This is an optimization exercise on Yosys and OpenROAD, whose aim is small area, a short achievable clock period and few clock cycles per item, not a production implementation. At most, simulation tests tie the RTL to the original design; equivalence was not proved.

main:
Design math_expression_tokenizer, start of the top module:
module math_expression_tokenizer #(
	parameter int MANTISSA_BITS = 48,
	parameter int DEPTH_BITS = 8
) (
	input  logic clk,
	input  logic arst_n,
	input  logic chars_valid,
	output logic chars_ready,
	input  logic [7:0] chars_character,
	output logic tokens_valid,
	input  logic tokens_ready,
	output logic [4:0] tokens_token_kind,
	output logic [47:0] tokens_number_mantissa,
	output logic [3:0] tokens_fraction_digits,
	output logic [1:0] tokens_status,
	output logic tokens_last,
	input  logic cfg_valid,
	output logic cfg_ready,
	input  logic cfg_comma_decimal_mark
);
clock: 5.3 ns
lec_check: 0
cap_margin: 20
core_margin: 2
core_utilization: 40
slew_margin: 20
run.sh (not shown) runs the stock make flow with config.mk's settings and CLKGATE_MAP_FILE= SYNTH_SCRIPT=/design/flow/synth_recipe.tcl, a recipe that flattens the netlist after the stock synthesis.
## Diff of input files: the feature branch against main
Settings: SETUP_SLACK_MARGIN newly set to 1.5.
==> run summary <==
Compared with main, the feature branch shows a higher proportion of layout cells with a drive suffix above 1. The feature branch has area used by multi-input combinational logic above what main had. In the feature branch, hold slack is lower than in main.
Function was not checked in any run of this note: the RTL went through the layout flow alone.

* * *

math_expression_tokenizer, a different RTL version from the one above (not shown whole).
Size: about 120 flip-flops, about 77 I/O pins, ~8800 um2 of cells after synthesis.
export LEC_CHECK = 0
export CAP_MARGIN = 20
export CORE_MARGIN = 2
export CORE_UTILIZATION = 40
export CTS_BUF_LIST = sky130_fd_sc_hd__clkbuf_4 sky130_fd_sc_hd__clkbuf_8
export CTS_CLUSTER_SIZE = 30
export SETUP_SLACK_MARGIN = 2.3
export SLEW_MARGIN = 20
create_clock -name core_clock -period 5.3 [get_ports {clk}]
standard.sh (not shown) runs the stock make flow with config.mk's settings and CLKGATE_MAP_FILE= SYNTH_SCRIPT=/design/flow/synth_recipe.tcl, a recipe that flattens the netlist after the stock synthesis.
==> flow/flow/run.sh <==
#!/bin/bash
# the standard layout, with the port buffers made from buf_1 cells instead
# of the delay buffers buffer_ports picks by default; every port still gets
# its own buffer. make's output goes to standard.log, each ORFS step's to
# its own log under orfs/logs.
set -euo pipefail
export BUFFER_PORTS_ARGS="-buffer_cell sky130_fd_sc_hd__buf_1"
bash standard.sh > standard.log 2>&1
Testbench counts at the start, summed over its fixed seeds: cycles 45,710, chars 45,683.
Then changed:
==> flow/flow/run.sh (replaced) <==
#!/bin/bash
# the standard layout, with the port buffers made from buf_2 cells instead
# of the delay buffers buffer_ports picks by default; every port still gets
# its own buffer. make's output goes to standard.log, each ORFS step's to
# its own log under orfs/logs.
set -euo pipefail
export BUFFER_PORTS_ARGS="-buffer_cell sky130_fd_sc_hd__buf_2"
bash standard.sh > standard.log 2>&1
SETUP_SLACK_MARGIN = 2.0   (was 2.3)
Outcome:
- The changed run completed without violations
- worst hold slack degrades by 7.2 ps
- first-iteration DRC count shrinks by about 11%
- die area does not change
- synthesized cell count is unchanged
Then changed:
==> flow/flow/run.sh (replaced) <==
#!/bin/bash
# the standard layout, with the port buffers made from buf_1 cells instead
# of the delay buffers buffer_ports picks by default; every port still gets
# its own buffer. make's output goes to standard.log, each ORFS step's to
# its own log under orfs/logs.
set -euo pipefail
export BUFFER_PORTS_ARGS="-buffer_cell sky130_fd_sc_hd__buf_1"
bash standard.sh > standard.log 2>&1
CORE_UTILIZATION = 50   (was 40)
PLACE_DENSITY = 0.68   (was default)
SETUP_SLACK_MARGIN = 2.3   (was 2.0)
Outcome:
- cell area is higher by 1.3%
- global-route usage climbs by 5.3 points
- worst hold slack degrades by 5.5 ps
- worst setup slack is better by 210 ps

* * *

== JK ==
math_expression_tokenizer, a different RTL version from the one above (not shown whole).
For scale: about 120 flip-flops, ~77 I/O pins, about 0.0089 sq mm of cells after synthesis.
==> flow/config.mk <==
export PLATFORM = sky130hd
export DESIGN_NAME = math_expression_tokenizer
export DESIGN_NICKNAME = math_expression_tokenizer
export VERILOG_FILES = /design/flow/design.v
export SDC_FILE = /design/flow/constraint.sdc
export NUM_CORES = 4
export LEC_CHECK = 0
export CAP_MARGIN = 20
export CORE_MARGIN = 2
export CORE_UTILIZATION = 40
export CTS_BUF_LIST = sky130_fd_sc_hd__clkbuf_4 sky130_fd_sc_hd__clkbuf_8
export CTS_CLUSTER_SIZE = 30
export SETUP_SLACK_MARGIN = 2.7
export SLEW_MARGIN = 20
==> flow/constraint.sdc <==
create_clock -name core_clock -period 5.3 [get_ports {clk}]
set_input_delay 1.0600 -clock core_clock [delete_from_list [all_inputs] [get_ports {clk}]]
set_output_delay 1.0600 -clock core_clock [all_outputs]
set_load 0.01 [all_outputs]
==> flow/flow/run.sh <==
#!/bin/bash
# the standard layout, with the port buffers made from buf_2 cells instead
# of the delay buffers buffer_ports picks by default; every port still gets
# its own buffer. make's output goes to standard.log, each ORFS step's to
# its own log under orfs/logs.
set -euo pipefail
export BUFFER_PORTS_ARGS="-buffer_cell sky130_fd_sc_hd__buf_2"
bash standard.sh > standard.log 2>&1
Testbench counts of JK, summed over its fixed seeds: cycles 45,710, chars 45,683.
The following lists how MS was set up differently from JK:
diff --git a/flow/config.mk b/flow/config.mk
--- a/flow/config.mk
+++ b/flow/config.mk
@@ -13 +13 @@
-export SETUP_SLACK_MARGIN = 2.7
+export SETUP_SLACK_MARGIN = 2.0
Findings:
Looking at slowest cell on the critical path, the sky130_fd_sc_hd__nand2b_1 result is from MS; the sky130_fd_sc_hd__edfxtp_1 one comes from JK. Relative to JK, critical path depth in cells decreased by 4 in MS. Relative to JK, transition time at the pin with the least slew margin has decreased by 0.022 ns in MS. Relative to JK, post-route clock period utilization increased by 3.6 points in MS. Comparing maximum fanout along the worst path for JK and MS, the bigger number came from MS. The sequential share of layout area in MS sits 2.8 points above the value recorded for JK. Looking at JK and MS, the final worst hold slack is a wash. Comparing relative area change from synthesis to final layout for JK and MS, the smaller number came from MS. Register area share after synthesis: JK vs MS identical.
Modified inputs, AL compared to MS
diff --git a/flow/config.mk b/flow/config.mk
--- a/flow/config.mk
+++ b/flow/config.mk
@@ -10 +10 @@
-export CORE_UTILIZATION = 40
+export CORE_UTILIZATION = 55
@@ -12,0 +13 @@
+export PLACE_DENSITY = 0.7
[summary]
In the reports for AL and MS, the larger core utilization belongs to AL. Reported for AL and MS, arithmetic-cell share of the synthesized area counting full adders, half adders and majority gates turned out identical to the last digit.

* * *

Setup of v6:
Another version of the RTL of math_expression_tokenizer (not shown whole).
For scale: ~1000 cells after synthesis, roughly 130 flip-flops, ~77 I/O pins, roughly 9400 sq um of cells after synthesis.
clock: 5.3 ns
lec_check: 0
cap_margin: 20
core_margin: 2
core_utilization: 40
cts_buf_list: sky130_fd_sc_hd__clkbuf_4 sky130_fd_sc_hd__clkbuf_8
cts_cluster_size: 30
setup_slack_margin: 2.6
slew_margin: 20
Scripts as last shown in full above: flow/flow/run.sh
v6: all stages complete, timing, DRC and antenna checks passed
Edits applied to the flow inputs when going from v6 to v29:
-- flow/config.mk --
<<< v6, line 13
export SETUP_SLACK_MARGIN = 2.6
>>> v29, line 13
export SETUP_SLACK_MARGIN = 2.3
Findings:
v29: full flow OK, the timing, DRC and antenna checks passed. Post-layout instance area shrinks by a few percent when moving from v6 to v29. v29 against v6: utilization moved down; fmax went down by about 2%; global routing usage on met2 now smaller.
No functional check of the RTL was part of any run of this note.

* * *

math_expression_tokenizer, a different RTL version from the one above (not shown whole).
Size in the first run: ~120 flip-flops, roughly 0.0099 mm^2 of cells after synthesis.
Settings: LEC_CHECK=0, CAP_MARGIN=20, CORE_MARGIN=2, CORE_UTILIZATION=40, SLEW_MARGIN=20; clock period 5.3 ns.
run.sh (not shown) runs the stock make flow with config.mk's settings and CLKGATE_MAP_FILE= SYNTH_SCRIPT=/design/flow/synth_recipe.tcl, a recipe that flattens the netlist after the stock synthesis.
Stock flow here: none of the scripts above is used.
Testbench counts at the start, summed over its fixed seeds: cycles 45,710, chars 45,683.
Next try:
Settings changed: SETUP_SLACK_MARGIN set to 1.5.
Result:
- clock skew is about the same
- routed wire length went up by 6.6%
- final cell count went up by 1.2%
- synthesized area stays the same
- worst hold slack degrades by 0.0075 ns
- fmax went up by 10%
- cell area went up by 2.6%
Next try:
Settings changed: CTS_BUF_LIST set to sky130_fd_sc_hd__clkbuf_4 sky130_fd_sc_hd__clkbuf_8, CTS_CLUSTER_SIZE set to 30.
Outcome: Register-to-register slack barely changes. Die area does not change. Synthesized area is unchanged. Global-route usage barely changes. Fmax hardly moves. Cell area went down by 1.4%.
Next try:
Settings changed: CTS_BUF_LIST sky130_fd_sc_hd__clkbuf_4 sky130_fd_sc_hd__clkbuf_8 to not set, CTS_CLUSTER_SIZE 30 to not set, SETUP_SLACK_MARGIN 1.5 to 2.5.
The new run ran to the end with no violations.
Global-route usage rises by 2.4 points.
First-iteration DRC count rises by 32%.
Die area stays the same.
Synthesized cell count does not change.
Utilization rises by 10 points.
Sequential share of layout area falls by 5.2 points.
Routed wire length rises by 18%.

* * *

run A:
RTL: one of the versions met above, not the one the previous note started from.
Size: roughly 930 cells after synthesis.
Settings: LEC_CHECK=0, CAP_MARGIN=20, CORE_MARGIN=2, CORE_UTILIZATION=40, CTS_BUF_LIST=sky130_fd_sc_hd__clkbuf_4 sky130_fd_sc_hd__clkbuf_8, CTS_CLUSTER_SIZE=30, SETUP_SLACK_MARGIN=2.0, SLEW_MARGIN=20; clock period 5.3 ns.
standard.sh (not shown) runs the stock make flow with config.mk's settings and CLKGATE_MAP_FILE= SYNTH_SCRIPT=/design/flow/synth_recipe.tcl, a recipe that flattens the netlist after the stock synthesis.
==> flow/flow/run.sh <==
#!/bin/bash
# the standard layout, with the port buffers made from buf_2 cells instead
# of the delay buffers buffer_ports picks by default (every port still gets
# its own buffer), and ORFS's power recovery after global routing, which
# downsizes gates off the critical paths. make's output goes to
# standard.log, each ORFS step's to its own log under orfs/logs.
set -euo pipefail
export BUFFER_PORTS_ARGS="-buffer_cell sky130_fd_sc_hd__buf_2"
export RECOVER_POWER=100
bash standard.sh > standard.log 2>&1
Run A: complete, dirty (max-capacitance violations, max-slew violations)
Testbench counts of run A, summed over its fixed seeds: cycles 45,710, chars 45,683.
The inputs of run B differ from those of run A as listed below.
- SETUP_SLACK_MARGIN now 1.8, was 2.0
==> flow/flow/run.sh <==
#!/bin/bash
# the standard layout, with the port buffers made from buf_2 cells instead
# of the delay buffers buffer_ports picks by default; every port still gets
# its own buffer. make's output goes to standard.log, each ORFS step's to
# its own log under orfs/logs.
set -euo pipefail
export BUFFER_PORTS_ARGS="-buffer_cell sky130_fd_sc_hd__buf_2"
bash standard.sh > standard.log 2>&1
### Flow results
- Run B did not stop at any stage, and its layout met the timing, DRC and antenna checks.
- The end of the critical path comes out chars_ready in one run and u_lexer.w_q[0] in the other, namely in run B and run A respectively.
- Relative to run A, the sequential share of layout area of run B is lower by 0.47 points.
- Run A has a lower design area than run B.
- Filler cell count went down by a few percent going from run A to run B.
- Via count (run B over run A): decrease, 0.55%
- The total number of cells along the worst setup path number comes out higher for run A vs run B.
- The fraction of area in non-clock buffers of run B exceeds that of run A by 0.29 points.
For run C, these inputs were changed with respect to run B:
- a change of SETUP_SLACK_MARGIN from 1.8 to 2.2
## What came out
Compared with run B, the router placed more vias in run C. Re wire length of the first global-routing pass: run C is 0.33% up on run B. flop to flop as the category of the most critical setup path was reported by run C, and flop to output port by run B. Re final estimated routing congestion in global placement: run B was lower than run C.
Edits applied to the flow inputs when going from run C to run D:
- SETUP_SLACK_MARGIN: 2.2 -> 2.4
--- outcome ---
Looking at cell at the slowest stage of the critical path, the a2111oi_1 result is from run C; the edfxtp_1 one comes from run D.
In the tables for run C and run D, non-clock buffer count reads higher with run D.
Diff run D..run C | total nets after synthesis | unchanged
Diff run C -> run D | global-route total usage across every layer | increase of 0.69 points
Cell count grows slightly when moving from run C to run D.

-- what the ideal ports hide --
How much do the figures lean on ideal ports? The routed layouts below were timed once more, with nothing changed but the port constraints.
Step 1, drivers: a clkbuf_16 drives clk and a buf_2 each remaining input, both assumed.
Step 2 moves the port delays by t, midway between the first and last clock arrival at a register: inputs arrive t later, outputs are due t later. That takes back most of the time a late clock gives input paths.
Slacks: ideal ports / drivers / drivers and shift; pairs: ideal ports / drivers.
| run | t, ns | setup slack, ns | clock arrival spread, ns | worst register clock-pin slew, ns | cell pins on the clock port's net |
|---|---|---|---|---|---|
| main | 0.474 | 1.111 / 1.086 / 1.111 | 0.020 / 0.020 | 0.06 / 0.06 | 1 |
| the feature branch | 0.474 | 1.544 / 1.544 / 1.314 | 0.011 / 0.011 | 0.06 / 0.06 | 1 |
| the first run of note 2 | 0.487 | 2.280 / 2.259 / 2.007 | 0.020 / 0.020 | 0.09 / 0.09 | 1 |
| the second run of note 2 | 0.482 | 2.091 / 2.068 / 1.819 | 0.022 / 0.022 | 0.09 / 0.09 | 1 |
| the third run of note 2 | 0.489 | 2.304 / 2.256 / 2.088 | 0.017 / 0.016 | 0.08 / 0.08 | 1 |
| JK | 0.483 | 2.312 / 2.285 / 2.285 | 0.017 / 0.017 | 0.08 / 0.08 | 1 |
| MS | 0.475 | 2.121 / 2.097 / 1.778 | 0.016 / 0.016 | 0.08 / 0.08 | 1 |
| AL | 0.486 | 2.085 / 2.064 / 1.814 | 0.015 / 0.014 | 0.09 / 0.09 | 1 |
| v6 | 0.489 | 2.301 / 2.301 / 2.301 | 0.021 / 0.021 | 0.09 / 0.09 | 1 |
| v29 | 0.490 | 2.243 / 2.243 / 2.080 | 0.018 / 0.018 | 0.10 / 0.10 | 1 |
| the first run of note 5 | 0.463 | 1.204 / 1.204 / 1.193 | 0.012 / 0.012 | 0.06 / 0.06 | 1 |
| the second run of note 5 | 0.470 | 1.576 / 1.576 / 1.502 | 0.011 / 0.011 | 0.06 / 0.06 | 1 |
| the third run of note 5 | 0.482 | 1.571 / 1.571 / 1.311 | 0.015 / 0.015 | 0.08 / 0.08 | 1 |
| the fourth run of note 5 | 0.471 | 1.876 / 1.829 / 1.886 | 0.017 / 0.017 | 0.07 / 0.07 | 1 |
| run A | 0.472 | 1.412 / 1.412 / 1.405 | 0.016 / 0.016 | 0.08 / 0.08 | 1 |
| run B | 0.490 | 1.983 / 1.946 / 1.699 | 0.018 / 0.018 | 0.08 / 0.08 | 1 |
| run C | 0.479 | 2.235 / 2.235 / 2.051 | 0.019 / 0.018 | 0.09 / 0.09 | 1 |
| run D | 0.478 | 2.258 / 2.258 / 2.124 | 0.022 / 0.022 | 0.09 / 0.09 | 1 |
For MS, which loses most, drivers alone change the setup slack by -0.024 ns; drivers and shift together by -0.343 ns.
